From an optimization exercise on the open Yosys and OpenROAD flow, aimed at small area, a short achievable clock period and few clock cycles per item; shortcuts taken in it are not production practice. Where RTL was checked, it was by simulation tests only, not by an equivalence proof against the original. Only the layout flow was run in run 1; the RTL was not checked for function there. No run shown here takes its clock network from TritonCTS; it comes from the design's own scripts or RTL. The clock port is modelled as an ideal driver, which makes a skipped or thinned clock tree look cheaper than it is; a real chip needs a root buffer or a tree. No activity file was given, so power comes from the tool's default toggle rates.

File: design/flow/flow/run.sh
#!/bin/bash
# The standard flow, with four changes: the port buffers are the smallest
# buffer cell, the pins may sit on every routing track, they are placed in
# regions (flow/io.tcl, made by gen/io_gen.py) that keep each tdata_o bit next
# to the input bits feeding it, and the clock tree is one level of buffers
# built by flow/cts_hand.tcl in place of clock tree synthesis.
export BUFFER_PORTS_ARGS="-buffer_cell sky130_fd_sc_hd__buf_1"
export PLACE_PINS_ARGS="-min_distance 1 -min_distance_in_tracks"
export IO_CONSTRAINTS="$PWD/flow/io.tcl"
export PRE_CTS_TCL="$PWD/flow/cts_hand.tcl"
bash standard.sh > standard.log 2>&1
File: design/flow/flow/cts_hand.tcl
# Sourced by ORFS's cts.tcl before clock tree synthesis (PRE_CTS_TCL).
# Builds a one-level clock tree by hand: the clock port drives four
# clkbuf_16 buffers, each driving the flip-flop clock pins of one quarter of
# them (split by angle around their centre), then replaces the
# clock_tree_synthesis command with a no-op so the rest of cts.tcl (timing
# repair and legalisation) runs on this tree.
set nb 4
set block [ord::get_db_block]
set db [ord::get_db]
set clknet [$block findNet clk]
set master [$db findMaster sky130_fd_sc_hd__clkbuf_16]
set sinks [$clknet getITerms]
set pts {}
foreach it $sinks {
  set box [[$it getInst] getBBox]
  lappend pts [list [expr {([$box xMin] + [$box xMax]) / 2.0}] [expr {([$box yMin] + [$box yMax]) / 2.0}]]
}
puts "hand clock tree: [llength $sinks] clock sinks"
# split the sinks into nb clusters of equal size, contiguous in angle
# around the centre of the sinks
set sx 0.0; set sy 0.0
foreach p $pts { set sx [expr {$sx + [lindex $p 0]}]; set sy [expr {$sy + [lindex $p 1]}] }
set cx [expr {$sx / [llength $pts]}]
set cy [expr {$sy / [llength $pts]}]
set keyed {}
set i 0
foreach p $pts {
  lappend keyed [list [expr {atan2([lindex $p 1] - $cy, [lindex $p 0] - $cx)}] $i]
  incr i
}
set keyed [lsort -real -index 0 $keyed]
set n [llength $pts]
set assign [lrepeat $n 0]
set k 0
foreach kv $keyed {
  lset assign [lindex $kv 1] [expr {($k * $nb) / $n}]
  incr k
}
set cents {}
for {set g 0} {$g < $nb} {incr g} {
  set sx 0.0; set sy 0.0; set m 0
  foreach p $pts a $assign {
    if {$a == $g} { set sx [expr {$sx + [lindex $p 0]}]; set sy [expr {$sy + [lindex $p 1]}]; incr m }
  }
  lappend cents [list [expr {$sx / max($m, 1)}] [expr {$sy / max($m, 1)}]]
}
for {set g 0} {$g < $nb} {incr g} {
  set members {}
  foreach it $sinks a $assign { if {$a == $g} { lappend members $it } }
  if {[llength $members] == 0} { continue }
  set inst [odb::dbInst_create $block $master "clkbuf_hand_$g"]
  set net [odb::dbNet_create $block "clknet_hand_$g"]
  $net setSigType CLOCK
  foreach it $members { $it disconnect; $it connect $net }
  [$inst findITerm A] connect $clknet
  [$inst findITerm X] connect $net
  set c [lindex $cents $g]
  $inst setLocation [expr {int([lindex $c 0])}] [expr {int([lindex $c 1])}]
  $inst setPlacementStatus PLACED
  puts "hand clock tree: buffer $g drives [llength $members] sinks from [lindex $c 0] [lindex $c 1]"
}
$clknet setSigType CLOCK
global_connect
detailed_placement
rename clock_tree_synthesis clock_tree_synthesis_unused
proc clock_tree_synthesis {args} { puts "clock tree built by hand (flow/cts_hand.tcl)" }
File: design/flow/flow/io.tcl
set_io_pin_constraint -pin_names {clk resetn tready_i tvalid_o tlast_o pe_valid_i[0] pe_valid_i[1] pe_valid_i[2] pe_valid_i[3] pe_ready_o[0] pe_ready_o[1] pe_ready_o[2] pe_ready_o[3]} -region bottom:3.00-12.57
set_io_pin_constraint -pin_names {tdata_o[0] msg_seq_num_i[0] pe_order_i[112] pe_order_i[256] pe_order_i[400] pe_order_i[544] pe_order_i[0] pe_order_i[144] pe_order_i[288] pe_order_i[432]} -region bottom:12.57-19.93
set_io_pin_constraint -pin_names {tdata_o[1] msg_seq_num_i[1] pe_order_i[1] pe_order_i[145] pe_order_i[289] pe_order_i[433]} -region bottom:19.93-24.34
set_io_pin_constraint -pin_names {tdata_o[2] msg_seq_num_i[2] pe_order_i[114] pe_order_i[258] pe_order_i[402] pe_order_i[546] pe_order_i[2] pe_order_i[146] pe_order_i[290] pe_order_i[434]} -region bottom:24.34-31.70
set_io_pin_constraint -pin_names {tdata_o[3] msg_seq_num_i[3] pe_order_i[3] pe_order_i[147] pe_order_i[291] pe_order_i[435]} -region bottom:31.70-36.12
set_io_pin_constraint -pin_names {tdata_o[4] msg_seq_num_i[4] pe_order_i[4] pe_order_i[148] pe_order_i[292] pe_order_i[436]} -region bottom:36.12-40.54
set_io_pin_constraint -pin_names {tdata_o[5] msg_seq_num_i[5] pe_order_i[5] pe_order_i[149] pe_order_i[293] pe_order_i[437]} -region bottom:40.54-44.95
set_io_pin_constraint -pin_names {tdata_o[6] msg_seq_num_i[6] pe_order_i[6] pe_order_i[150] pe_order_i[294] pe_order_i[438]} -region bottom:44.95-49.37
set_io_pin_constraint -pin_names {tdata_o[7] msg_seq_num_i[7] pe_order_i[7] pe_order_i[151] pe_order_i[295] pe_order_i[439]} -region bottom:49.37-53.78
set_io_pin_constraint -pin_names {tdata_o[8] msg_seq_num_i[8] pe_order_i[120] pe_order_i[264] pe_order_i[408] pe_order_i[552] pe_order_i[8] pe_order_i[152] pe_order_i[296] pe_order_i[440]} -region bottom:53.78-61.14
set_io_pin_constraint -pin_names {tdata_o[9] msg_seq_num_i[9] pe_order_i[9] pe_order_i[153] pe_order_i[297] pe_order_i[441]} -region bottom:61.14-65.56
set_io_pin_constraint -pin_names {tdata_o[10] msg_seq_num_i[10] pe_order_i[10] pe_order_i[154] pe_order_i[298] pe_order_i[442]} -region bottom:65.56-69.98
set_io_pin_constraint -pin_names {tdata_o[11] msg_seq_num_i[11] pe_order_i[11] pe_order_i[155] pe_order_i[299] pe_order_i[443]} -region bottom:69.98-74.39
set_io_pin_constraint -pin_names {tdata_o[12] msg_seq_num_i[12] pe_order_i[12] pe_order_i[156] pe_order_i[300] pe_order_i[444]} -region bottom:74.39-78.81
set_io_pin_constraint -pin_names {tdata_o[13] msg_seq_num_i[13] pe_order_i[13] pe_order_i[157] pe_order_i[301] pe_order_i[445]} -region bottom:78.81-83.22
set_io_pin_constraint -pin_names {tdata_o[14] msg_seq_num_i[14] pe_order_i[14] pe_order_i[158] pe_order_i[302] pe_order_i[446]} -region bottom:83.22-87.64
set_io_pin_constraint -pin_names {tdata_o[15] msg_seq_num_i[15] pe_order_i[15] pe_order_i[159] pe_order_i[303] pe_order_i[447]} -region bottom:87.64-92.06
set_io_pin_constraint -pin_names {tdata_o[16] msg_seq_num_i[16] pe_order_i[64] pe_order_i[208] pe_order_i[352] pe_order_i[496] pe_order_i[16] pe_order_i[160] pe_order_i[304] pe_order_i[448]} -region bottom:92.06-99.42
set_io_pin_constraint -pin_names {tdata_o[17] msg_seq_num_i[17] pe_order_i[65] pe_order_i[209] pe_order_i[353] pe_order_i[497] pe_order_i[17] pe_order_i[161] pe_order_i[305] pe_order_i[449]} -region bottom:99.42-106.78
set_io_pin_constraint -pin_names {tdata_o[18] msg_seq_num_i[18] pe_order_i[66] pe_order_i[210] pe_order_i[354] pe_order_i[498] pe_order_i[18] pe_order_i[162] pe_order_i[306] pe_order_i[450]} -region bottom:106.78-114.14
set_io_pin_constraint -pin_names {tdata_o[19] msg_seq_num_i[19] pe_order_i[67] pe_order_i[211] pe_order_i[355] pe_order_i[499] pe_order_i[19] pe_order_i[163] pe_order_i[307] pe_order_i[451]} -region bottom:114.14-121.50
set_io_pin_constraint -pin_names {tdata_o[20] msg_seq_num_i[20] pe_order_i[68] pe_order_i[212] pe_order_i[356] pe_order_i[500] pe_order_i[20] pe_order_i[164] pe_order_i[308] pe_order_i[452]} -region bottom:121.50-128.86
set_io_pin_constraint -pin_names {tdata_o[21] msg_seq_num_i[21] pe_order_i[69] pe_order_i[213] pe_order_i[357] pe_order_i[501] pe_order_i[21] pe_order_i[165] pe_order_i[309] pe_order_i[453]} -region bottom:128.86-136.22
set_io_pin_constraint -pin_names {tdata_o[22] msg_seq_num_i[22] pe_order_i[70] pe_order_i[214] pe_order_i[358] pe_order_i[502] pe_order_i[22] pe_order_i[166] pe_order_i[310] pe_order_i[454]} -region bottom:136.22-143.58
set_io_pin_constraint -pin_names {tdata_o[23] msg_seq_num_i[23] pe_order_i[71] pe_order_i[215] pe_order_i[359] pe_order_i[503] pe_order_i[23] pe_order_i[167] pe_order_i[311] pe_order_i[455]} -region bottom:143.58-150.94
set_io_pin_constraint -pin_names {tdata_o[24] msg_seq_num_i[24] pe_order_i[72] pe_order_i[216] pe_order_i[360] pe_order_i[504] pe_order_i[24] pe_order_i[168] pe_order_i[312] pe_order_i[456]} -region bottom:150.94-158.30
set_io_pin_constraint -pin_names {tdata_o[25] msg_seq_num_i[25] pe_order_i[73] pe_order_i[217] pe_order_i[361] pe_order_i[505] pe_order_i[25] pe_order_i[169] pe_order_i[313] pe_order_i[457]} -region bottom:158.30-165.66
set_io_pin_constraint -pin_names {tdata_o[26] msg_seq_num_i[26] pe_order_i[74] pe_order_i[218] pe_order_i[362] pe_order_i[506] pe_order_i[26] pe_order_i[170] pe_order_i[314] pe_order_i[458]} -region bottom:165.66-173.02
set_io_pin_constraint -pin_names {tdata_o[27] msg_seq_num_i[27] pe_order_i[75] pe_order_i[219] pe_order_i[363] pe_order_i[507] pe_order_i[27] pe_order_i[171] pe_order_i[315] pe_order_i[459]} -region bottom:173.02-180.38
set_io_pin_constraint -pin_names {tdata_o[28] msg_seq_num_i[28] pe_order_i[76] pe_order_i[220] pe_order_i[364] pe_order_i[508] pe_order_i[28] pe_order_i[172] pe_order_i[316] pe_order_i[460]} -region bottom:180.38-187.74
set_io_pin_constraint -pin_names {tdata_o[29] msg_seq_num_i[29] pe_order_i[77] pe_order_i[221] pe_order_i[365] pe_order_i[509] pe_order_i[29] pe_order_i[173] pe_order_i[317] pe_order_i[461]} -region bottom:187.74-195.10
set_io_pin_constraint -pin_names {tdata_o[30] msg_seq_num_i[30]} -region bottom:195.10-196.57
set_io_pin_constraint -pin_names {pe_order_i[78] pe_order_i[222] pe_order_i[366] pe_order_i[510] pe_order_i[30] pe_order_i[174] pe_order_i[318] pe_order_i[462]} -region right:3.00-11.70
set_io_pin_constraint -pin_names {tdata_o[31] msg_seq_num_i[31] pe_order_i[79] pe_order_i[223] pe_order_i[367] pe_order_i[511] pe_order_i[31] pe_order_i[175] pe_order_i[319] pe_order_i[463]} -region right:11.70-22.58
set_io_pin_constraint -pin_names {tdata_o[32] pe_order_i[128] pe_order_i[272] pe_order_i[416] pe_order_i[560] pe_order_i[80] pe_order_i[224] pe_order_i[368] pe_order_i[512] pe_order_i[32] pe_order_i[176] pe_order_i[320] pe_order_i[464]} -region right:22.58-36.73
set_io_pin_constraint -pin_names {tdata_o[33] pe_order_i[81] pe_order_i[225] pe_order_i[369] pe_order_i[513] pe_order_i[33] pe_order_i[177] pe_order_i[321] pe_order_i[465]} -region right:36.73-46.52
set_io_pin_constraint -pin_names {tdata_o[34] pe_order_i[82] pe_order_i[226] pe_order_i[370] pe_order_i[514] pe_order_i[34] pe_order_i[178] pe_order_i[322] pe_order_i[466]} -region right:46.52-56.31
set_io_pin_constraint -pin_names {tdata_o[35] pe_order_i[83] pe_order_i[227] pe_order_i[371] pe_order_i[515] pe_order_i[35] pe_order_i[179] pe_order_i[323] pe_order_i[467]} -region right:56.31-66.10
set_io_pin_constraint -pin_names {tdata_o[36] pe_order_i[84] pe_order_i[228] pe_order_i[372] pe_order_i[516] pe_order_i[36] pe_order_i[180] pe_order_i[324] pe_order_i[468]} -region right:66.10-75.90
set_io_pin_constraint -pin_names {tdata_o[37] pe_order_i[85] pe_order_i[229] pe_order_i[373] pe_order_i[517] pe_order_i[37] pe_order_i[181] pe_order_i[325] pe_order_i[469]} -region right:75.90-85.69
set_io_pin_constraint -pin_names {tdata_o[38] pe_order_i[86] pe_order_i[230] pe_order_i[374] pe_order_i[518] pe_order_i[38] pe_order_i[182] pe_order_i[326] pe_order_i[470]} -region right:85.69-95.48
set_io_pin_constraint -pin_names {tdata_o[39] pe_order_i[87] pe_order_i[231] pe_order_i[375] pe_order_i[519] pe_order_i[39] pe_order_i[183] pe_order_i[327] pe_order_i[471]} -region right:95.48-105.27
set_io_pin_constraint -pin_names {tdata_o[40] pe_order_i[136] pe_order_i[280] pe_order_i[424] pe_order_i[568] pe_order_i[88] pe_order_i[232] pe_order_i[376] pe_order_i[520] pe_order_i[40] pe_order_i[184] pe_order_i[328] pe_order_i[472]} -region right:105.27-119.42
set_io_pin_constraint -pin_names {tdata_o[41] pe_order_i[89] pe_order_i[233] pe_order_i[377] pe_order_i[521] pe_order_i[41] pe_order_i[185] pe_order_i[329] pe_order_i[473]} -region right:119.42-129.21
set_io_pin_constraint -pin_names {tdata_o[42] pe_order_i[138] pe_order_i[282] pe_order_i[426] pe_order_i[570] pe_order_i[90] pe_order_i[234] pe_order_i[378] pe_order_i[522] pe_order_i[42] pe_order_i[186] pe_order_i[330] pe_order_i[474]} -region right:129.21-143.35
set_io_pin_constraint -pin_names {tdata_o[43] pe_order_i[91] pe_order_i[235] pe_order_i[379] pe_order_i[523] pe_order_i[43] pe_order_i[187] pe_order_i[331] pe_order_i[475]} -region right:143.35-153.14
set_io_pin_constraint -pin_names {tdata_o[44] pe_order_i[92] pe_order_i[236] pe_order_i[380] pe_order_i[524] pe_order_i[44] pe_order_i[188] pe_order_i[332] pe_order_i[476]} -region right:153.14-162.94
set_io_pin_constraint -pin_names {tdata_o[45] pe_order_i[93] pe_order_i[237] pe_order_i[381] pe_order_i[525] pe_order_i[45] pe_order_i[189] pe_order_i[333] pe_order_i[477]} -region right:162.94-172.73
set_io_pin_constraint -pin_names {tdata_o[46] pe_order_i[94] pe_order_i[238] pe_order_i[382] pe_order_i[526] pe_order_i[46] pe_order_i[190] pe_order_i[334] pe_order_i[478]} -region right:172.73-182.52
set_io_pin_constraint -pin_names {tdata_o[47] pe_order_i[95] pe_order_i[239] pe_order_i[383] pe_order_i[527] pe_order_i[47] pe_order_i[191] pe_order_i[335] pe_order_i[479]} -region right:182.52-192.31
set_io_pin_constraint -pin_names {tdata_o[48] session_id_i[0] pe_order_i[96] pe_order_i[240]} -region right:192.31-196.66
set_io_pin_constraint -pin_names {pe_order_i[384] pe_order_i[528] pe_order_i[48] pe_order_i[192] pe_order_i[336] pe_order_i[480]} -region top:192.58-197.00
set_io_pin_constraint -pin_names {tdata_o[49] session_id_i[1] pe_order_i[97] pe_order_i[241] pe_order_i[385] pe_order_i[529] pe_order_i[49] pe_order_i[193] pe_order_i[337] pe_order_i[481]} -region top:185.22-192.58
set_io_pin_constraint -pin_names {tdata_o[50] session_id_i[2] pe_order_i[98] pe_order_i[242] pe_order_i[386] pe_order_i[530] pe_order_i[50] pe_order_i[194] pe_order_i[338] pe_order_i[482]} -region top:177.86-185.22
set_io_pin_constraint -pin_names {tdata_o[51] session_id_i[3] pe_order_i[99] pe_order_i[243] pe_order_i[387] pe_order_i[531] pe_order_i[51] pe_order_i[195] pe_order_i[339] pe_order_i[483]} -region top:170.50-177.86
set_io_pin_constraint -pin_names {tdata_o[52] session_id_i[4] pe_order_i[100] pe_order_i[244] pe_order_i[388] pe_order_i[532] pe_order_i[52] pe_order_i[196] pe_order_i[340] pe_order_i[484]} -region top:163.14-170.50
set_io_pin_constraint -pin_names {tdata_o[53] session_id_i[5] pe_order_i[101] pe_order_i[245] pe_order_i[389] pe_order_i[533] pe_order_i[53] pe_order_i[197] pe_order_i[341] pe_order_i[485]} -region top:155.78-163.14
set_io_pin_constraint -pin_names {tdata_o[54] session_id_i[6] pe_order_i[102] pe_order_i[246] pe_order_i[390] pe_order_i[534] pe_order_i[54] pe_order_i[198] pe_order_i[342] pe_order_i[486]} -region top:148.42-155.78
set_io_pin_constraint -pin_names {tdata_o[55] session_id_i[7] pe_order_i[103] pe_order_i[247] pe_order_i[391] pe_order_i[535] pe_order_i[55] pe_order_i[199] pe_order_i[343] pe_order_i[487]} -region top:141.06-148.42
set_io_pin_constraint -pin_names {tdata_o[56] session_id_i[8] pe_order_i[104] pe_order_i[248] pe_order_i[392] pe_order_i[536] pe_order_i[56] pe_order_i[200] pe_order_i[344] pe_order_i[488]} -region top:133.70-141.06
set_io_pin_constraint -pin_names {tdata_o[57] session_id_i[9] pe_order_i[105] pe_order_i[249] pe_order_i[393] pe_order_i[537] pe_order_i[57] pe_order_i[201] pe_order_i[345] pe_order_i[489]} -region top:126.34-133.70
set_io_pin_constraint -pin_names {tdata_o[58] session_id_i[10] pe_order_i[106] pe_order_i[250] pe_order_i[394] pe_order_i[538] pe_order_i[58] pe_order_i[202] pe_order_i[346] pe_order_i[490]} -region top:118.98-126.34
set_io_pin_constraint -pin_names {tdata_o[59] session_id_i[11] pe_order_i[107] pe_order_i[251] pe_order_i[395] pe_order_i[539] pe_order_i[59] pe_order_i[203] pe_order_i[347] pe_order_i[491]} -region top:111.62-118.98
set_io_pin_constraint -pin_names {tdata_o[60] session_id_i[12] pe_order_i[108] pe_order_i[252] pe_order_i[396] pe_order_i[540] pe_order_i[60] pe_order_i[204] pe_order_i[348] pe_order_i[492]} -region top:104.26-111.62
set_io_pin_constraint -pin_names {tdata_o[61] session_id_i[13] pe_order_i[109] pe_order_i[253] pe_order_i[397] pe_order_i[541] pe_order_i[61] pe_order_i[205] pe_order_i[349] pe_order_i[493]} -region top:96.90-104.26
set_io_pin_constraint -pin_names {tdata_o[62] session_id_i[14] pe_order_i[110] pe_order_i[254] pe_order_i[398] pe_order_i[542] pe_order_i[62] pe_order_i[206] pe_order_i[350] pe_order_i[494]} -region top:89.54-96.90
set_io_pin_constraint -pin_names {tdata_o[63] session_id_i[15] pe_order_i[111] pe_order_i[255] pe_order_i[399] pe_order_i[543] pe_order_i[63] pe_order_i[207] pe_order_i[351] pe_order_i[495]} -region top:82.18-89.54
set_io_pin_constraint -pin_names {pe_order_i[113] pe_order_i[115] pe_order_i[116] pe_order_i[117] pe_order_i[118] pe_order_i[119] pe_order_i[121] pe_order_i[122] pe_order_i[123] pe_order_i[124] pe_order_i[125] pe_order_i[126] pe_order_i[127] pe_order_i[129] pe_order_i[130] pe_order_i[131] pe_order_i[132] pe_order_i[133] pe_order_i[134] pe_order_i[135] pe_order_i[137] pe_order_i[139] pe_order_i[140] pe_order_i[141] pe_order_i[142] pe_order_i[143] pe_order_i[257] pe_order_i[259] pe_order_i[260] pe_order_i[261] pe_order_i[262] pe_order_i[263] pe_order_i[265] pe_order_i[266] pe_order_i[267] pe_order_i[268] pe_order_i[269] pe_order_i[270] pe_order_i[271] pe_order_i[273] pe_order_i[274] pe_order_i[275] pe_order_i[276] pe_order_i[277] pe_order_i[278] pe_order_i[279] pe_order_i[281] pe_order_i[283] pe_order_i[284] pe_order_i[285] pe_order_i[286] pe_order_i[287] pe_order_i[401] pe_order_i[403] pe_order_i[404] pe_order_i[405] pe_order_i[406] pe_order_i[407] pe_order_i[409] pe_order_i[410] pe_order_i[411] pe_order_i[412] pe_order_i[413] pe_order_i[414] pe_order_i[415] pe_order_i[417] pe_order_i[418] pe_order_i[419] pe_order_i[420] pe_order_i[421] pe_order_i[422] pe_order_i[423] pe_order_i[425] pe_order_i[427] pe_order_i[428] pe_order_i[429] pe_order_i[430] pe_order_i[431] pe_order_i[545] pe_order_i[547] pe_order_i[548] pe_order_i[549] pe_order_i[550] pe_order_i[551] pe_order_i[553] pe_order_i[554] pe_order_i[555] pe_order_i[556] pe_order_i[557] pe_order_i[558] pe_order_i[559] pe_order_i[561] pe_order_i[562] pe_order_i[563] pe_order_i[564] pe_order_i[565] pe_order_i[566] pe_order_i[567] pe_order_i[569] pe_order_i[571] pe_order_i[572] pe_order_i[573] pe_order_i[574] pe_order_i[575]} -region top:5.64-82.18
File: design/flow/standard.sh
#!/bin/bash
# synth_recipe.tcl (not shown) runs the flow's synth.tcl, then flattens the netlist and writes it again
# the make line also repeats each setting of config.mk as NAME=value (left out here)
make -C /OpenROAD-flow-scripts/flow DESIGN_CONFIG=/design/flow/config.mk WORK_HOME=/design/flow/orfs CLKGATE_MAP_FILE= SYNTH_SCRIPT=/design/flow/synth_recipe.tcl "${@:-finish}"
File: design/flow/config.mk
export PLATFORM = sky130hd
export DESIGN_NAME = top_payload_generator
export DESIGN_NICKNAME = top_payload_generator
export VERILOG_FILES = /design/flow/design.v
export SDC_FILE = /design/flow/constraint.sdc
export NUM_CORES = 4
export LEC_CHECK = 0
export CAP_MARGIN = 20
export CORE_AREA = 2.5 2.5 197.5 197.5
export DIE_AREA = 0 0 200 200
export SETUP_SLACK_MARGIN = 3.0
export SLEW_MARGIN = 20
File: design/flow/constraint.sdc
create_clock -name core_clock -period 5.0 [get_ports {clk}]
set_input_delay 1.0000 -clock core_clock [delete_from_list [all_inputs] [get_ports {clk}]]
set_output_delay 1.0000 -clock core_clock [all_outputs]
set_load 0.01 [all_outputs]
File: design/flow/design.v
`timescale 1ns/1ns
package order_pkg;
    typedef enum logic [7:0] {
        NEW     = 8'h30,
        CANCEL  = 8'h34,
        REPLACE = 8'h35
    } exec_type_e;
    typedef enum logic [7:0] {
        BUY  = 8'h31,
        SELL = 8'h32
    } side_e;
    typedef enum logic [7:0] {
        MARKET = 8'h31,
        LIMIT  = 8'h32
    } ord_type_e;
    typedef enum logic [7:0] {
        DAY = 8'h30,
        IOC = 8'h33,
        FOK = 8'h34
    } tif_e;
    typedef logic [31:0]       price_t;
    typedef logic [15:0]       qty_t;
    typedef logic [64-1:0] symbol_t;
    typedef struct packed {
        exec_type_e exec_type;
        side_e      side;
        ord_type_e  ord_type;
        tif_e       tif;
        price_t     price;
        qty_t       qty;
        symbol_t    symbol;
    } order_t;
    typedef logic [5-1:0][7:0] order_no_t;
endpackage
`timescale 1ns/1ns
package stream_pkg;
    typedef logic [64-1:0] beat_t;
    typedef logic [$clog2(4)-1:0] pe_idx_t;
    typedef enum logic [2:0] {
        IDLE,
        HDR,
        BODY,
        SYM,
        TAIL
    } builder_state_e;
    typedef logic [15:0] session_id_t;
    typedef logic [31:0] seq_num_t;
endpackage
`timescale 1ns/1ns
module order_no_counter (
    input  logic                 clk,
    input  logic                 resetn,
    input  logic                 advance_i,
    output order_pkg::order_no_t order_no_o
);
    logic [4*5-1:0] bcd_q;
    logic [5-1:0]   step_q;     
    logic [5-1:0]   nine;
    logic [5-1:0]   step;
    always_comb begin
        logic c;
        c = 1'b1;
        for (int d = 0; d < 5; d++) begin
            nine[d] = bcd_q[4*d +: 4] == 4'd9;
            step[d] = c;
            c = c && nine[d];
        end
    end
    always_ff @(posedge clk) begin
        if (!resetn) begin
            bcd_q  <= '0;
            step_q <= 'b1;
        end else begin
            step_q <= step;
            for (int d = 0; d < 5; d++) begin
                if (advance_i && step_q[d]) begin
                    bcd_q[4*d +: 4] <= nine[d] ? 4'd0 : bcd_q[4*d +: 4] + 4'd1;
                end
            end
        end
    end
    logic [8*5-1:0] ascii;
    always_comb begin
        for (int d = 0; d < 5; d++) begin
            ascii[8*d +: 8] = {4'h3, bcd_q[4*d +: 4]};
        end
    end
    assign order_no_o = ascii;
endmodule
`timescale 1ns/1ns
module top_payload_generator (
    input  logic                          clk,
    input  logic                          resetn,
    input  logic [15:0]                   session_id_i,
    input  logic [31:0]                   msg_seq_num_i,
    input  logic [4-1:0]            pe_valid_i,
    input  logic [4*(32 + 32 + 16 + 64)-1:0]   pe_order_i,
    output logic [4-1:0]            pe_ready_o,
    input  logic                          tready_i,
    output logic                          tvalid_o,
    output logic                          tlast_o,
    output logic [64-1:0]            tdata_o
);
    logic                 tvalid_q;
    logic                 tlast_q;
    logic [3:0]           bsel_q;
    logic [2:0][4-1:0] esel_q;
    stream_pkg::pe_idx_t  cur_q;       
    stream_pkg::pe_idx_t  nxt_q;       
    logic                 have_q;
    logic [4-1:0]   rdy_q;
    logic [4-1:0]   acc_q;       
    logic [4-1:0]   valid_q;     
    logic                 adv_q;       
    stream_pkg::beat_t    tdata_q, tdata_d;
    order_pkg::order_no_t order_no;
    logic                 ld;
    logic                 start;
    logic                 next0;       
    logic [4-1:0]   busy;
    logic [4-1:0]   cand;
    stream_pkg::pe_idx_t  pick;
    logic                 found;
    assign ld    = !tvalid_q || tready_i;
    assign start = ld && bsel_q[0] && (|esel_q[0]);
    assign next0 = ld ? (bsel_q[3] || (bsel_q[0] && !(|esel_q[0]))) : bsel_q[0];
    assign busy = esel_q[1] | esel_q[2] | rdy_q | acc_q;
    assign cand = valid_q & ~busy;
    always_comb begin
        found = 1'b0;
        pick  = cur_q;
        for (int k = 1; k <= 4; k++) begin
            if (!found && cand[stream_pkg::pe_idx_t'(cur_q + k)]) begin
                found = 1'b1;
                pick  = stream_pkg::pe_idx_t'(cur_q + k);
            end
        end
    end
    always_ff @(posedge clk) begin
        if (!resetn) begin
            tvalid_q <= 1'b0;
            tlast_q  <= 1'b0;
            bsel_q   <= 4'b0001;
            esel_q   <= '0;
            cur_q    <= '0;
            nxt_q    <= '0;
            have_q   <= 1'b0;
            rdy_q    <= '0;
            acc_q    <= '0;
            valid_q  <= '0;
            adv_q    <= 1'b0;
        end else begin
            acc_q    <= rdy_q;
            valid_q  <= pe_valid_i;
            adv_q    <= ld && bsel_q[3];
            if (ld) begin
                tvalid_q  <= !bsel_q[0] || (|esel_q[0]);
                tlast_q   <= bsel_q[3];
                bsel_q[1] <= start;
                bsel_q[2] <= bsel_q[1];
                bsel_q[3] <= bsel_q[2];
                bsel_q[0] <= next0;
                esel_q[1] <= start ? esel_q[0] : '0;
                esel_q[2] <= esel_q[1];
                rdy_q     <= esel_q[2];
            end else begin
                rdy_q     <= '0;
            end
            for (int e = 0; e < 4; e++) begin
                esel_q[0][e] <= next0 && have_q && !start && nxt_q == stream_pkg::pe_idx_t'(e);
            end
            if (start) begin
                cur_q  <= nxt_q;
            end
            if (!have_q) begin
                nxt_q  <= pick;
            end
            have_q <= !start && (have_q || found);
        end
    end
    logic [4-1:0][64-1:0] eterm;
    for (genvar e = 0; e < 4; e++) begin : g_eng
        logic [(32 + 32 + 16 + 64)-1:0] o;
        assign o = pe_order_i[e*(32 + 32 + 16 + 64) +: (32 + 32 + 16 + 64)];
        assign eterm[e] = ({64{esel_q[0][e]}} & {16'h0,
                                                 5'b0, o[138], 1'b0, o[136],
                                                 6'b0, ~o[128], o[128],
                                                 32'h0})
                        | ({64{esel_q[1][e]}} & {o[111:80], o[79:64],
                                                 6'b0, ~o[120], o[120],
                                                 5'b0, o[114], o[112], o[112]})
                        | ({64{esel_q[2][e]}} & o[63:0]);
    end
    assign tdata_d = ({64{bsel_q[0]}} & {session_id_i, 8'h30, 8'h30, msg_seq_num_i})
                   | ({64{bsel_q[1]}} & {32'h0, 16'h0, 8'h30, 8'h30})
                   | ({64{bsel_q[3]}} & {order_no, 24'd0})
                   | eterm[0] | eterm[1] | eterm[2] | eterm[3];
    always_ff @(posedge clk) begin
        if (ld) tdata_q <= tdata_d;
    end
    order_no_counter u_order_no (
        .clk        (clk),
        .resetn     (resetn),
        .advance_i  (adv_q),
        .order_no_o (order_no)
    );
    assign tvalid_o   = tvalid_q;
    assign tlast_o    = tlast_q;
    assign tdata_o    = tdata_q;
    assign pe_ready_o = rdy_q;
endmodule
==> key figures, run 1 <==
Floorplanning
  – Die height: about 200 µm
  – IO Count: 701
  – Die W: 200 µm
  – Row Count: approximately 70
  – Starting Density: 0.1869
  – Core ar.: ~38000 µm²
  – Die area: ~40000 µm²

Routing
  – Vias: between 9000 and 10000
  – Total Wirelength: roughly 30 mm
  – Pre-antenna DRT Iters: 8
  – Initial drt markers: 622
  – Vias per cell: 5.104
  – Avg WL per Cell: between 15 and 20 µm
  – Residual DRC: 0
  – Final ANT Viol Nets: 0

STA
  – Worst slew margin: 0.4120
  – Layout Skew: 0.01396 ns
  – Post-route setup TNS: 0 ns
  – Final worst setup slack: 2.908 ns
  – Final Cycle Share: 0.4184
  – Slew @ Worst Pin: between 0.8 and 0.9 ns
  – F_max: about 480 MHz
  – Hold_ws: 0.4637 ns
  – Final Hold Violating Endpoints: 0
  – Min cycle time layout: roughly 2.1 ns
  – Endpoints failing setup: 0
  – RSZ-0062 raised after global routing: true
  – Final Max Tran Viols: 0

Synth
  – Post-Syn Instances: around 720
  – Synth Net Count: between 1000 and 1500
  – Netlist cell types: between 40 and 50
  – Number of synthesized flops with an enable pin: 64
  – Synth Register Bits: between 100 and 150
  – Yosys top cell by area: edfxtp_1
  – Yosys Warn Count: 2
  – Synth area leaders: edfxtp_1 27%, dfxtp_1 17%, a22oi_1 13%
  – Mapped Area: between 7000 and 8000 µm²
  – Sequential share of the synthesized area: 0.4447
  – Synth Flop Type: edfxtp_1
  – Synth Area per Inst: 9.741 µm²
  – Synth top area share: 0.2737
  – FFs w/ async S/R, synth: 0

Critical path
  – Crit path top cell by count: and4b_1
  – Reg2reg path depth: 4
  – Crit-path max cell delay: 0.35 ns
  – Worst Setup Start Kind: input pin
  – Setup slack, reg-to-reg: around 3.1 ns
  – Crit path DAT: approximately 2.2 ns
  – WP buf/inv: 2
  – FF-to-FF Start: esel_q[9]$_SDFFE_PN0N_
  – Cell family with most CP delay: simple AND/OR/NAND/NOR gates
  – Crit. path cell count: 6
  – Reg-to-reg endpoint: tdata_q[48]$_DFFE_PN_
  – WP data required: approximately 5.1 ns
  – End of the critical path: u_order_no.step_q[4]$_SDFF_PN0_
  – Maximum fanout along the worst path: 4
  – Critical path class: input pin to register
  – Slowest CP cell: nor4b_4
  – Crit end category: register
  – Crit path from: resetn
  – Cell breakdown of the critical path: buf_6 -> buf_8 -> nand4b_1 -> nor4b_4 -> and4b_1 -> and4b_1

Power and ir drop
  – IR Drop Worst-Case VDD: 0.0001977 V
  – Pleak: between 3 and 4 nW
  – Pwr Total: 2.492 mW
  – Pwr Density: 247.5 nW/µm²

Cells and area
  – Commonest non-fill, non-tap cells in the layout: 594 x buf_1, 117 x a22oi_1, 64 x edfxtp_1
  – Ant. Diodes: 0
  – Fraction of layout cells with a size suffix above 1: 0.04239
  – Layout area overhead: 43.36%
  – Design area: about 10000 µm²
  – Final nets: 1907
  – Most common cell after layout, fill and taps aside: buf_1
  – Final Util: 0.2679
  – Cell Count, Final, Fillers Out: 1785

Global route
  – Gr usage total: 0.1289
  – Initial antenna violation count: 0
  – Vias in the first global route: just over 8000
  – Met1 Track Usage GR: 0.1463
  – Met2 Usage GRT: 0.2473
  – Met3 usage: 0.01428
  – Busiest metal layer after global routing: met2
  – Grt ovf: 0
  – First-pass GRT wire length: roughly 42 mm
  – Largest net degree at the start of global routing: 59

Placement
  – Detailed Place HPWL: between 20 and 25 mm
  – Final GP Congestion: 0.8308
  – Post-placement worst setup slack: 2.226 ns
  – Placed Cells incl. Taps: roughly 1800
  – Number of I/O port buffers: slightly below 600
  – DP Area: around 10000 µm²

CTS
  – Worst-skew pair later-pin latency: around 0.18 ns
  – Clock-pin slew on the worst setup and hold paths: 0.12 ns

Run status
  – Outcome: no timing/DRC/antenna violations

Run
  – Max Cap Viol: 0

Worst hold path
  – Hold/Removal Path Class: register to register
-- kinds of logic (layout without fill, tap and decap cells) --
kind of cell              Yosys count  after routing  synth area share
AOI/OAI and AO/OA                 309            309            0.3426
and+or+nand+nor                   189            189            0.1438
DFF                               124            124            0.4447
buffers and inverters              84            637           0.04757
xor gates and xnor gates           10             10           0.01247
muxes                               5              5          0.008908
-- state kept, by name, indices dropped and copies added, names as in the netlist, 2 cells and up --
signal             count
acc_q                  4
u_order_no.step_q      4
cur_q                  2
rdy_q                  4
esel_q                12
valid_q                4
nxt_q                  2
bsel_q                 4
tdata_q               64
u_order_no.bcd_q      20
-- worst min path at each step --
stage,startpoint,to,slack (ns),depth (start not counted)
finish,nxt_q[1]$_SDFFE_PN0N_,esel_q[0]$_SDFF_PN0_,0.46,1
global route,nxt_q[1]$_SDFFE_PN0N_,esel_q[0]$_SDFF_PN0_,0.48,1
CTS,nxt_q[1]$_SDFFE_PN0N_,esel_q[0]$_SDFF_PN0_,0.44,1
global placement,nxt_q[1]$_SDFFE_PN0N_,esel_q[0]$_SDFF_PN0_,0.43,1
detailed placement,nxt_q[1]$_SDFFE_PN0N_,esel_q[0]$_SDFF_PN0_,0.43,1
floorplan,nxt_q[1]$_SDFFE_PN0N_,esel_q[0]$_SDFF_PN0_,0.41,1
-- routing by layer --
layer | share of wire | up-vias
met3 | 0.075 | 101
met1 | 0.37 | 4399
met2 | 0.52 | 500
li1 | - | 4110
met5 | 0 | -
met4 | 0.035 | 0
-- where the power goes --
| group | internal, mW | total, mW | switching (mW) |
|---|---|---|---|
| clock network | 0.150 | 0.404 | 0.255 |
| registers | 1.27 | 1.36 | 0.0925 |
| logic | 0.307 | 0.729 | 0.421 |
-- synthesized netlist by cell type, drive strengths merged, types with 2 or more instances --
library cell / n
a22oi: 117
edfxtp: 64
dfxtp: 60
a221oi: 52
clkbuf: 51
a22o: 45
nand3: 41
nand2: 37
a222oi: 35
a21oi: 34
nand4: 30
nor2: 22
buf: 20
o21ai: 17
nor2b: 13
inv: 11
and2: 9
nor3: 9
and3: 8
xor2: 8
nor3b: 7
mux2i: 4
nor4: 3
a221o: 2
and4b: 2
clkinv: 2
o22ai: 2
or3b: 2
xnor2: 2
-- repair_timing --
action	CTS	global route
gates cloned	1	0
pin swaps	10	2
hold buffers	0	0
setup buffers	6	2
endpoints found under the setup margin	117	32
gates resized for setup	24	7
-- worst reg2reg max path, stage by stage (launching register included) --
cell and delay (ns):
dfxtp_2 0.62, buf_4 0.47, buf_4 0.36, a221oi_1 0.17, nand4_1 0.16
-- layout make-up --
cell class,instances,area (µm²)
Fill cell,4111,27510
Multi-Input combinational cell,513,3633
Sequential cell,124,3134
Timing Repair Buffer,620,2504
Tap cell,511,639.4
Buffer,4,100.1
Inverter,13,57.56
==> inputs of run 2 (changes only) <==
--- a/design/flow/design.v
+++ b/design/flow/design.v
@@ -56,2 +56,3 @@
     logic [4*5-1:0] bcd_q;
+    logic [5-1:0]   nine_q;     
     logic [5-1:0]   step_q;     
@@ -71,4 +72,6 @@
             bcd_q  <= '0;
+            nine_q <= '0;
             step_q <= 'b1;
         end else begin
+            nine_q <= nine;
             step_q <= step;
@@ -76,3 +79,3 @@
                 if (advance_i && step_q[d]) begin
-                    bcd_q[4*d +: 4] <= nine[d] ? 4'd0 : bcd_q[4*d +: 4] + 4'd1;
+                    bcd_q[4*d +: 4] <= nine_q[d] ? 4'd0 : bcd_q[4*d +: 4] + 4'd1;
                 end
--- a/design/flow/flow/run.sh
+++ b/design/flow/flow/run.sh
@@ -4,3 +4,3 @@
 # regions (flow/io.tcl, made by gen/io_gen.py) that keep each tdata_o bit next
-# to the input bits feeding it, and the clock tree is one level of buffers
+# to the input bits feeding it, and the clock tree is two levels of buffers
 # built by flow/cts_hand.tcl in place of clock tree synthesis.
--- a/design/flow/flow/cts_hand.tcl
+++ b/design/flow/flow/cts_hand.tcl
@@ -1,8 +1,9 @@
 # Sourced by ORFS's cts.tcl before clock tree synthesis (PRE_CTS_TCL).
-# Builds a one-level clock tree by hand: the clock port drives four
-# clkbuf_16 buffers, each driving the flip-flop clock pins of one quarter of
-# them (split by angle around their centre), then replaces the
+# Builds a two-level clock tree by hand: the clock port drives four
+# clkbuf_16 buffers, each driving two leaf buffers, each driving the
+# flip-flop clock pins of one eighth of them (split by angle around their
+# centre), then replaces the
 # clock_tree_synthesis command with a no-op so the rest of cts.tcl (timing
 # repair and legalisation) runs on this tree.
-set nb 4
+set nb 8
 set block [ord::get_db_block]
@@ -46,2 +47,3 @@
 }
+set leaves {}
 for {set g 0} {$g < $nb} {incr g} {
@@ -49,8 +51,6 @@
   foreach it $sinks a $assign { if {$a == $g} { lappend members $it } }
-  if {[llength $members] == 0} { continue }
-  set inst [odb::dbInst_create $block $master "clkbuf_hand_$g"]
-  set net [odb::dbNet_create $block "clknet_hand_$g"]
+  set inst [odb::dbInst_create $block $master "clkbuf_leaf_$g"]
+  set net [odb::dbNet_create $block "clknet_leaf_$g"]
   $net setSigType CLOCK
   foreach it $members { $it disconnect; $it connect $net }
-  [$inst findITerm A] connect $clknet
   [$inst findITerm X] connect $net
@@ -59,3 +59,16 @@
   $inst setPlacementStatus PLACED
-  puts "hand clock tree: buffer $g drives [llength $members] sinks from [lindex $c 0] [lindex $c 1]"
+  lappend leaves $inst
+  puts "hand clock tree: leaf $g drives [llength $members] sinks from [lindex $c 0] [lindex $c 1]"
+}
+for {set r 0} {$r < $nb / 2} {incr r} {
+  set inst [odb::dbInst_create $block $master "clkbuf_root_$r"]
+  set net [odb::dbNet_create $block "clknet_root_$r"]
+  $net setSigType CLOCK
+  [$inst findITerm A] connect $clknet
+  [$inst findITerm X] connect $net
+  set c0 [lindex $cents [expr {2 * $r}]]
+  set c1 [lindex $cents [expr {2 * $r + 1}]]
+  foreach l [lrange $leaves [expr {2 * $r}] [expr {2 * $r + 1}]] { [$l findITerm A] connect $net }
+  $inst setLocation [expr {int(([lindex $c0 0] + [lindex $c1 0]) / 2)}] [expr {int(([lindex $c0 1] + [lindex $c1 1]) / 2)}]
+  $inst setPlacementStatus PLACED
 }
==> key figures, run 2 <==
Run status
  – Outcome: no timing/DRC/antenna violations

Routing
  – Initial drt markers: slightly below 700
  – Final ANT Viol Nets: 0
  – Residual DRC: 0
  – Pre-antenna DRT Iters: 9
  – Vias per cell: about 5.2
  – Avg WL per Cell: 17.80 µm
  – Vias: roughly 9400
  – Total Wirelength: 32.35 mm

Synth
  – FFs w/ async S/R, synth: 0
  – Synth Area in Simple Gates: 0.1415
  – Synth Area per Inst: 9.792 µm²
  – Netlist cell types: 44
  – Post-Syn Instances: 736
  – Most frequent cells after synthesis: 115 x a22oi_1, 64 x dfxtp_1, 64 x edfxtp_1
  – Yosys Warn Count: 2
  – Most common cell in the netlist: a22oi_1
  – Mux share of post-synthesis cell area: 0.004167
  – Synth Register Bits: ~130
  – Mapped Area: roughly 7000 µm²
  – Synth top area share: 0.2667
  – Synth area leaders: edfxtp_1 27%, dfxtp_1 18%, a22oi_1 12%
  – Xor and xnor fraction of the mapped netlist area: 0
  – Compound-Gate Fraction of Synth Area: 0.3429
  – Number of synthesized flops with an enable pin: 64
  – Largest family of logic cells by synthesized area: compound AO/OA/AOI/OAI gates
  – Synth Net Count: 1377
  – Synth Flop Type: edfxtp_1
  – Synth Area in Adders: 0.01736
  – Yosys top cell by area: edfxtp_1
  – Sequential share of the synthesized area: 0.4444

Critical path
  – FF-to-FF Start: esel_q[6]$_SDFFE_PN0N_
  – WP data required: roughly 5.0 ns
  – Cell breakdown of the critical path: buf_12 -> a222oi_1 -> nand4_1 -> a221o_1
  – Setup slack, reg-to-reg: 3.10 ns
  – Reg-to-reg endpoint: tdata_q[45]$_DFFE_PN_
  – Worst Setup Start Kind: register
  – Crit path from: esel_q[6]$_SDFFE_PN0N_
  – Critical path class: register to register
  – Crit path DAT: between 1.5 and 2 ns
  – Crit-path max cell delay: roughly 0.57 ns
  – Crit end category: register
  – Reg2reg path depth: 4
  – Maximum fanout along the worst path: 31
  – Slowest CP cell: dfxtp_2

Worst hold path
  – Worst Hold Path EP: bsel_q[3]$_SDFFE_PN0N_
  – Hold/Removal Path Class: register to register
  – Hold depth: 2
  – Hold path start: bsel_q[2]$_SDFFE_PN0N_

Cells and area
  – FILL cells: between 4000 and 5000
  – Largest regs: tdata_q: 64 flops, u_order_no.bcd_q: 20 flops, esel_q: 12 flops
  – Most common cell after layout, fill and taps aside: buf_1
  – Cell Count, Final, Fillers Out: ~1800
  – Final nets: between 1500 and 2000
  – Largest register FFs: 64
  – Fraction of layout cells with a size suffix above 1: 0.06820
  – Commonest non-fill, non-tap cells in the layout: 594 x buf_1, 115 x a22oi_1, 64 x edfxtp_1
  – Layout area overhead: 46.74%
  – Biggest register: tdata_q

STA
  – F_max: approximately 530 MHz
  – Final Hold Violating Endpoints: 0
  – Post-route setup TNS: 0 ns
  – Final worst setup slack: around 3.1 ns
  – Final Cycle Share: 0.3793
  – Slew @ Worst Pin: around 0.82 ns
  – Layout Skew: approximately 0.012 ns
  – Final Max Tran Viols: 0
  – Worst slew margin: 0.4505
  – RSZ-0062 raised after global routing: true
  – Min cycle time layout: ~1.9 ns
  – Endpoints failing setup: 0

Global route
  – First-pass GRT wire length: between 40 and 50 mm
  – Vias in the first global route: between 8000 and 9000
  – Grt ovf: 0
  – Gr usage total: 0.1362
  – Initial antenna violation count: 0
  – Largest net degree at the start of global routing: 59

Placement
  – Number of I/O port buffers: approximately 600
  – Detailed Place HPWL: 23.88 mm
  – Placed Cells incl. Taps: 1790
  – Final GP Congestion: 0.8378
  – Post-placement worst setup slack: roughly 1.9 ns

Power and ir drop
  – Pleak: ~3.4 nW
  – Pwr Density: around 250 nW/µm²
  – IR Drop Worst-Case VDD: around 0.00017 V

Floorplanning
  – Starting Density: 0.1918
  – Die height: roughly 200 µm
  – Core ar.: 37580 µm²
  – Row Count: 71
  – Die W: about 200 µm
  – Die area: 40000 µm²
  – IO Count: 701

Run
  – Max Cap Viol: 0

CTS
  – Clock-pin slew on the worst setup and hold paths: around 0.070 ns
  – Worst-skew pair later-pin latency: about 0.27 ns
  – Cts hold-fix bufs: 0
-- run 2: worst max-delay path by stage --
stage | cells after the start | to | slack (ns)
floorplan | 5 | cur_q[0]$_SDFFE_PN0P_ | 3.07
global placement | 6 | cur_q[1]$_SDFFE_PN0P_ | 1.92
detailed placement | 6 | cur_q[0]$_SDFFE_PN0P_ | 1.87
CTS | 5 | tdata_q[39]$_DFFE_PN_ | 2.88
global route | 4 | tdata_q[45]$_DFFE_PN_ | 2.98
finish | 4 | tdata_q[45]$_DFFE_PN_ | 3.10
-- run 2: cell families (layout without fill, tap and decap cells) --
logic type                 after synthesis  count (layout)
AOI/OAI and AO/OA                      320             320
adders and majority gates               10              10
buffers and inverters                   85             654
DFF                                    128             128
muxes                                    3               3
other                                    0               1
and+or+nand+nor                        190             190
-- run 2: worst max-delay path, delay by kind of cell (launching register included) --
kind                   cells  cell delay (ns)
AO/OA/AOI/OAI              2             0.63
buffers and inverters      1             0.30
flip-flops                 1             0.57
AND/OR/NAND/NOR            1             0.13
-- run 2: power by group --
group          switching, mW  total, mW  internal (mW)
sequential            0.0685       1.32           1.25
clock                  0.324      0.750          0.426
combinational          0.355      0.619          0.264
-- run 2: cell type report --
type	instances	area (µm²)	area share
repair inverters	3	48.80	0.004614
flip-flops and latches	128	3222	0.3047
plain buffers	12	300.3	0.02840
multi-input cells	523	3752	0.3548
diodes	1	2.502	0.0002366
repair buffers	624	2541	0.2403
inverters	15	68.82	0.006507
well taps	511	639.4	0.06046
-- run 2: what timing repair did --
| action | CTS | global route |
|---|---|---|
| resized for setup | 50 | 5 |
| pin swaps | 13 | 0 |
| buffers inserted | 10 | 0 |
| cloned | 4 | 0 |
| endpoints found under the setup margin | 122 | 8 |
-- run 2: per-stage QoR --
step	utilization	hold slack [ns]	area, µm²	power (mW)
floorplan	-	0.4321	7223	1.579
global placement	0.2644	0.4447	9935	1.897
detailed placement	0.2644	0.4563	9935	1.904
CTS	0.2810	0.4563	10560	2.575
global route	0.2814	0.4886	10570	2.815
finish	0.2814	0.4727	10580	2.686
-- run 2: layer usage --
layer | vias up | wire, µm | global-route usage
met5 | - | 0 | 0
met4 | 0 | 1155 | 0.05489
met3 | 101 | 2515 | 0.01899
met2 | 484 | 16580 | 0.2614
met1 | 4581 | 12100 | 0.1501
li1 | 4216 | - | -
Testbench counts of run 2, summed over its fixed seeds: cycles 38,432, items 9,600.
==> inputs of run 3 (changes only) <==
--- a/design/flow/flow/cts_hand.tcl
+++ b/design/flow/flow/cts_hand.tcl
@@ -2,3 +2,3 @@
 # Builds a two-level clock tree by hand: the clock port drives four
-# clkbuf_16 buffers, each driving two leaf buffers, each driving the
+# clkbuf_4 buffers, each driving two clkbuf_8 leaf buffers, each driving the
 # flip-flop clock pins of one eighth of them (split by angle around their
@@ -11,3 +11,4 @@
 set clknet [$block findNet clk]
-set master [$db findMaster sky130_fd_sc_hd__clkbuf_16]
+set master [$db findMaster sky130_fd_sc_hd__clkbuf_4]
+set leaf_master [$db findMaster sky130_fd_sc_hd__clkbuf_8]
 set sinks [$clknet getITerms]
@@ -51,3 +52,3 @@
   foreach it $sinks a $assign { if {$a == $g} { lappend members $it } }
-  set inst [odb::dbInst_create $block $master "clkbuf_leaf_$g"]
+  set inst [odb::dbInst_create $block $leaf_master "clkbuf_leaf_$g"]
   set net [odb::dbNet_create $block "clknet_leaf_$g"]
==> key figures, run 3 <==
Critical path
  – FF-to-FF Start: esel_q[6]$_SDFFE_PN0N_
  – Crit path from: tlast_q$_SDFFE_PN0N_
  – End of the critical path: tlast_o
  – Crit end category: output pin
  – Cell family with most CP delay: flip-flops
  – Crit. path cell count: 1
  – Crit-path max cell delay: 0.41 ns
  – Reg-to-reg endpoint: tdata_q[45]$_DFFE_PN_
  – Crit path DAT: 0.93 ns
  – Setup slack, reg-to-reg: a little over 3 ns
  – Reg2reg path depth: 4
  – Cell breakdown of the critical path: buf_1
  – WP data required: ~4 ns
  – Worst Setup Start Kind: register
  – Maximum fanout along the worst path: 2
  – Critical path class: register to output pin
  – Slowest CP cell: dfxtp_1
  – WP buf/inv: 1

Floorplanning
  – Starting Density: 0.1918
  – Die height: approximately 200 µm
  – Core ar.: about 38000 µm²
  – Row Count: between 70 and 80
  – Die area: ~40000 µm²
  – Die W: around 200 µm
  – IO Count: 701

Synth
  – Netlist cell types: 44
  – Yosys top cell by area: edfxtp_1
  – Most frequent cells after synthesis: 115 x a22oi_1, 64 x dfxtp_1, 64 x edfxtp_1
  – Synth Net Count: around 1400
  – Yosys Warn Count: 2
  – Mux share of post-synthesis cell area: 0.004167
  – Sequential share of the synthesized area: 0.4444
  – Post-Syn Instances: approximately 740
  – FFs w/ async S/R, synth: 0
  – Synth Area per Inst: between 9 and 10 µm²
  – Synth Area in Simple Gates: 0.1415
  – Mapped Area: approximately 7200 µm²
  – Number of synthesized flops with an enable pin: 64
  – Synth top area share: 0.2667
  – Synth Register Bits: approximately 130
  – Compound-Gate Fraction of Synth Area: 0.3429
  – Synth Area in Adders: 0.01736
  – Synth area leaders: edfxtp_1 27%, dfxtp_1 18%, a22oi_1 12%
  – Xor and xnor fraction of the mapped netlist area: 0
  – Most common cell in the netlist: a22oi_1
  – Synth Flop Type: edfxtp_1
  – Largest family of logic cells by synthesized area: compound AO/OA/AOI/OAI gates

Power and ir drop
  – IR Drop Worst-Case VDD: between 0.0001 and 0.00015 V
  – Pleak: approximately 3.3 nW
  – Pwr Density: ~230 nW/µm²

STA
  – Final Max Tran Viols: 0
  – Slew @ Worst Pin: 0.8372 ns
  – Min cycle time layout: between 1.5 and 2 ns
  – Layout Skew: between 0.02 and 0.03 ns
  – Final Cycle Share: 0.3870
  – Final Hold Violating Endpoints: 0
  – Endpoints failing setup: 0
  – Worst slew margin: 0.4419
  – Post-route setup TNS: 0 ns
  – RSZ-0062 raised after global routing: true
  – F_max: 516.8 MHz
  – Final worst setup slack: between 3 and 4 ns

Cells and area
  – Multi-input logic area: 3752 µm²
  – Commonest non-fill, non-tap cells in the layout: 594 x buf_1, 115 x a22oi_1, 64 x edfxtp_1
  – Largest register FFs: 64
  – Fraction of layout cells with a size suffix above 1: 0.06820
  – Largest regs: tdata_q: 64 flops, u_order_no.bcd_q: 20 flops, esel_q: 12 flops
  – Final nets: 1948
  – Layout area overhead: 44.51%
  – Reg area: ~3200 µm²
  – Biggest register: tdata_q
  – Most common cell after layout, fill and taps aside: buf_1
  – FILL cells: approximately 4000

Worst hold path
  – Hold/Removal Path Class: register to register

CTS
  – Clock-pin slew on the worst setup and hold paths: about 0.10 ns
  – Worst-skew pair later-pin latency: between 0.3 and 0.4 ns
  – Cts hold-fix bufs: 0

Routing
  – Vias per cell: between 5 and 6
  – Initial drt markers: between 600 and 700
  – Total Wirelength: approximately 32 mm
  – Residual DRC: 0
  – Vias: between 9000 and 10000
  – Final ANT Viol Nets: 0
  – Pre-antenna DRT Iters: 9
  – Avg WL per Cell: about 18 µm

Global route
  – First-pass GRT wire length: approximately 44 mm
  – Initial antenna violation count: 1
  – Largest net degree at the start of global routing: slightly below 60
  – Grt ovf: 0
  – Vias in the first global route: roughly 8400
  – Gr usage total: 0.1356

Placement
  – Final GP Congestion: between 0.8 and 0.9
  – Post-placement worst setup slack: approximately 1.9 ns
  – Detailed Place HPWL: about 24 mm
  – Number of I/O port buffers: roughly 600

Run status
  – Outcome: no timing/DRC/antenna violations

Run
  – Max Cap Viol: 0
-- run 3: cell type report --
type | count | area share
diodes | 1 | 0.0002403
plain buffers | 12 | 0.01346
inverters | 15 | 0.006607
multi-input cells | 523 | 0.3603
flip-flops and latches | 128 | 0.3093
well taps | 511 | 0.06139
repair buffers | 624 | 0.2440
repair inverters | 3 | 0.004685
-- run 3: worst min-delay path by stage --
stage	startpoint	end	slack, ns	cells past startpoint
after global routing	bsel_q[2]$_SDFFE_PN0N_	bsel_q[3]$_SDFFE_PN0N_	0.49	2
after floorplan	bsel_q[2]$_SDFFE_PN0N_	bsel_q[2]$_SDFFE_PN0N_	0.43	2
after CTS	bsel_q[2]$_SDFFE_PN0N_	bsel_q[3]$_SDFFE_PN0N_	0.46	2
final	bsel_q[2]$_SDFFE_PN0N_	bsel_q[3]$_SDFFE_PN0N_	0.48	2
after global placement	bsel_q[2]$_SDFFE_PN0N_	bsel_q[2]$_SDFFE_PN0N_	0.44	2
after detailed placement	bsel_q[2]$_SDFFE_PN0N_	bsel_q[3]$_SDFFE_PN0N_	0.46	2
-- run 3: timing repair --
action,4_1_cts,5_1_grt
buffers inserted,10,0
gates cloned,4,0
endpoints found under the hold margin,0,0
pin swaps,13,0
endpoints found under the setup margin,122,15
resized for setup,50,5
-- run 3: metal layers --
layer	vias to the layer above	track usage	wire length (µm)
met3	95	0.01882	2480
met5	-	0	0
met4	0	0.05356	1105
met1	4580	0.1500	12170
li1	4219	-	-
met2	502	0.2600	16460
-- run 3: per-stage QoR --
| stage | util | power [mW] | cells | hold slack (ns) | area (µm²) |
|---|---|---|---|---|---|
| 3_3_place_gp | 0.2644 | 1.897 | 1790 | 0.4447 | 9935 |
| 6_report | 0.2772 | 2.421 | 1817 | 0.4808 | 10420 |
| 5_1_grt | 0.2771 | 2.544 | 1816 | 0.4934 | 10410 |
| 4_1_cts | 0.2767 | 2.315 | 1816 | 0.4563 | 10400 |
| 2_1_floorplan | - | 1.579 | 736 | 0.4321 | 7223 |
| 3_5_place_dp | 0.2644 | 1.904 | 1790 | 0.4563 | 9935 |
-- run 3: cells by family after synthesis --
family | Yosys count
flip-flops | 128
buffers and inverters | 85
AND/OR/NAND/NOR | 190
AO/OA/AOI/OAI | 320
adder cells (fa/ha/maj) | 10
multiplexers | 3
-- run 3: where the power goes --
group | leakage (nW) | internal, mW | switching [mW]
Sequential | 1.21 | 1.25 | 0.0681
Clock | 0.0759 | 0.184 | 0.303
Combinational | 2.01 | 0.264 | 0.353
Total | 3.29 | 1.70 | 0.724

-- static timing again, ports no longer ideal --
The results above use ideal ports. As a check the final layouts listed here were re-extracted and re-timed, cells and wires unchanged. Step 1 assumes that a clkbuf_16 drives the clock port and a buf_2 every other input. Step 2 times the ports against the registers' clock, not the clock port: input delays grow and output delays shrink by t, the midpoint of the rising clock arrivals with the driver on. Slacks: no drivers / after step 1 / after step 2; pairs: no drivers / after step 1.
| run | shift t [ns] | setup WS [ns] | worst setup path at the end |
|---|---|---|---|
| run 1 | 0.274 | 2.908 / 2.969 / 2.696 | input to register |
| run 2 | 0.364 | 3.104 / 3.030 / 2.824 | input to register |
| run 3 | 0.385 | 3.065 / 2.986 / 2.831 | input to register |
After both steps setup and hold are still met in every run listed. For run 2, which loses most, drivers alone change the setup slack by -0.074 ns; drivers and shift together by -0.280 ns.
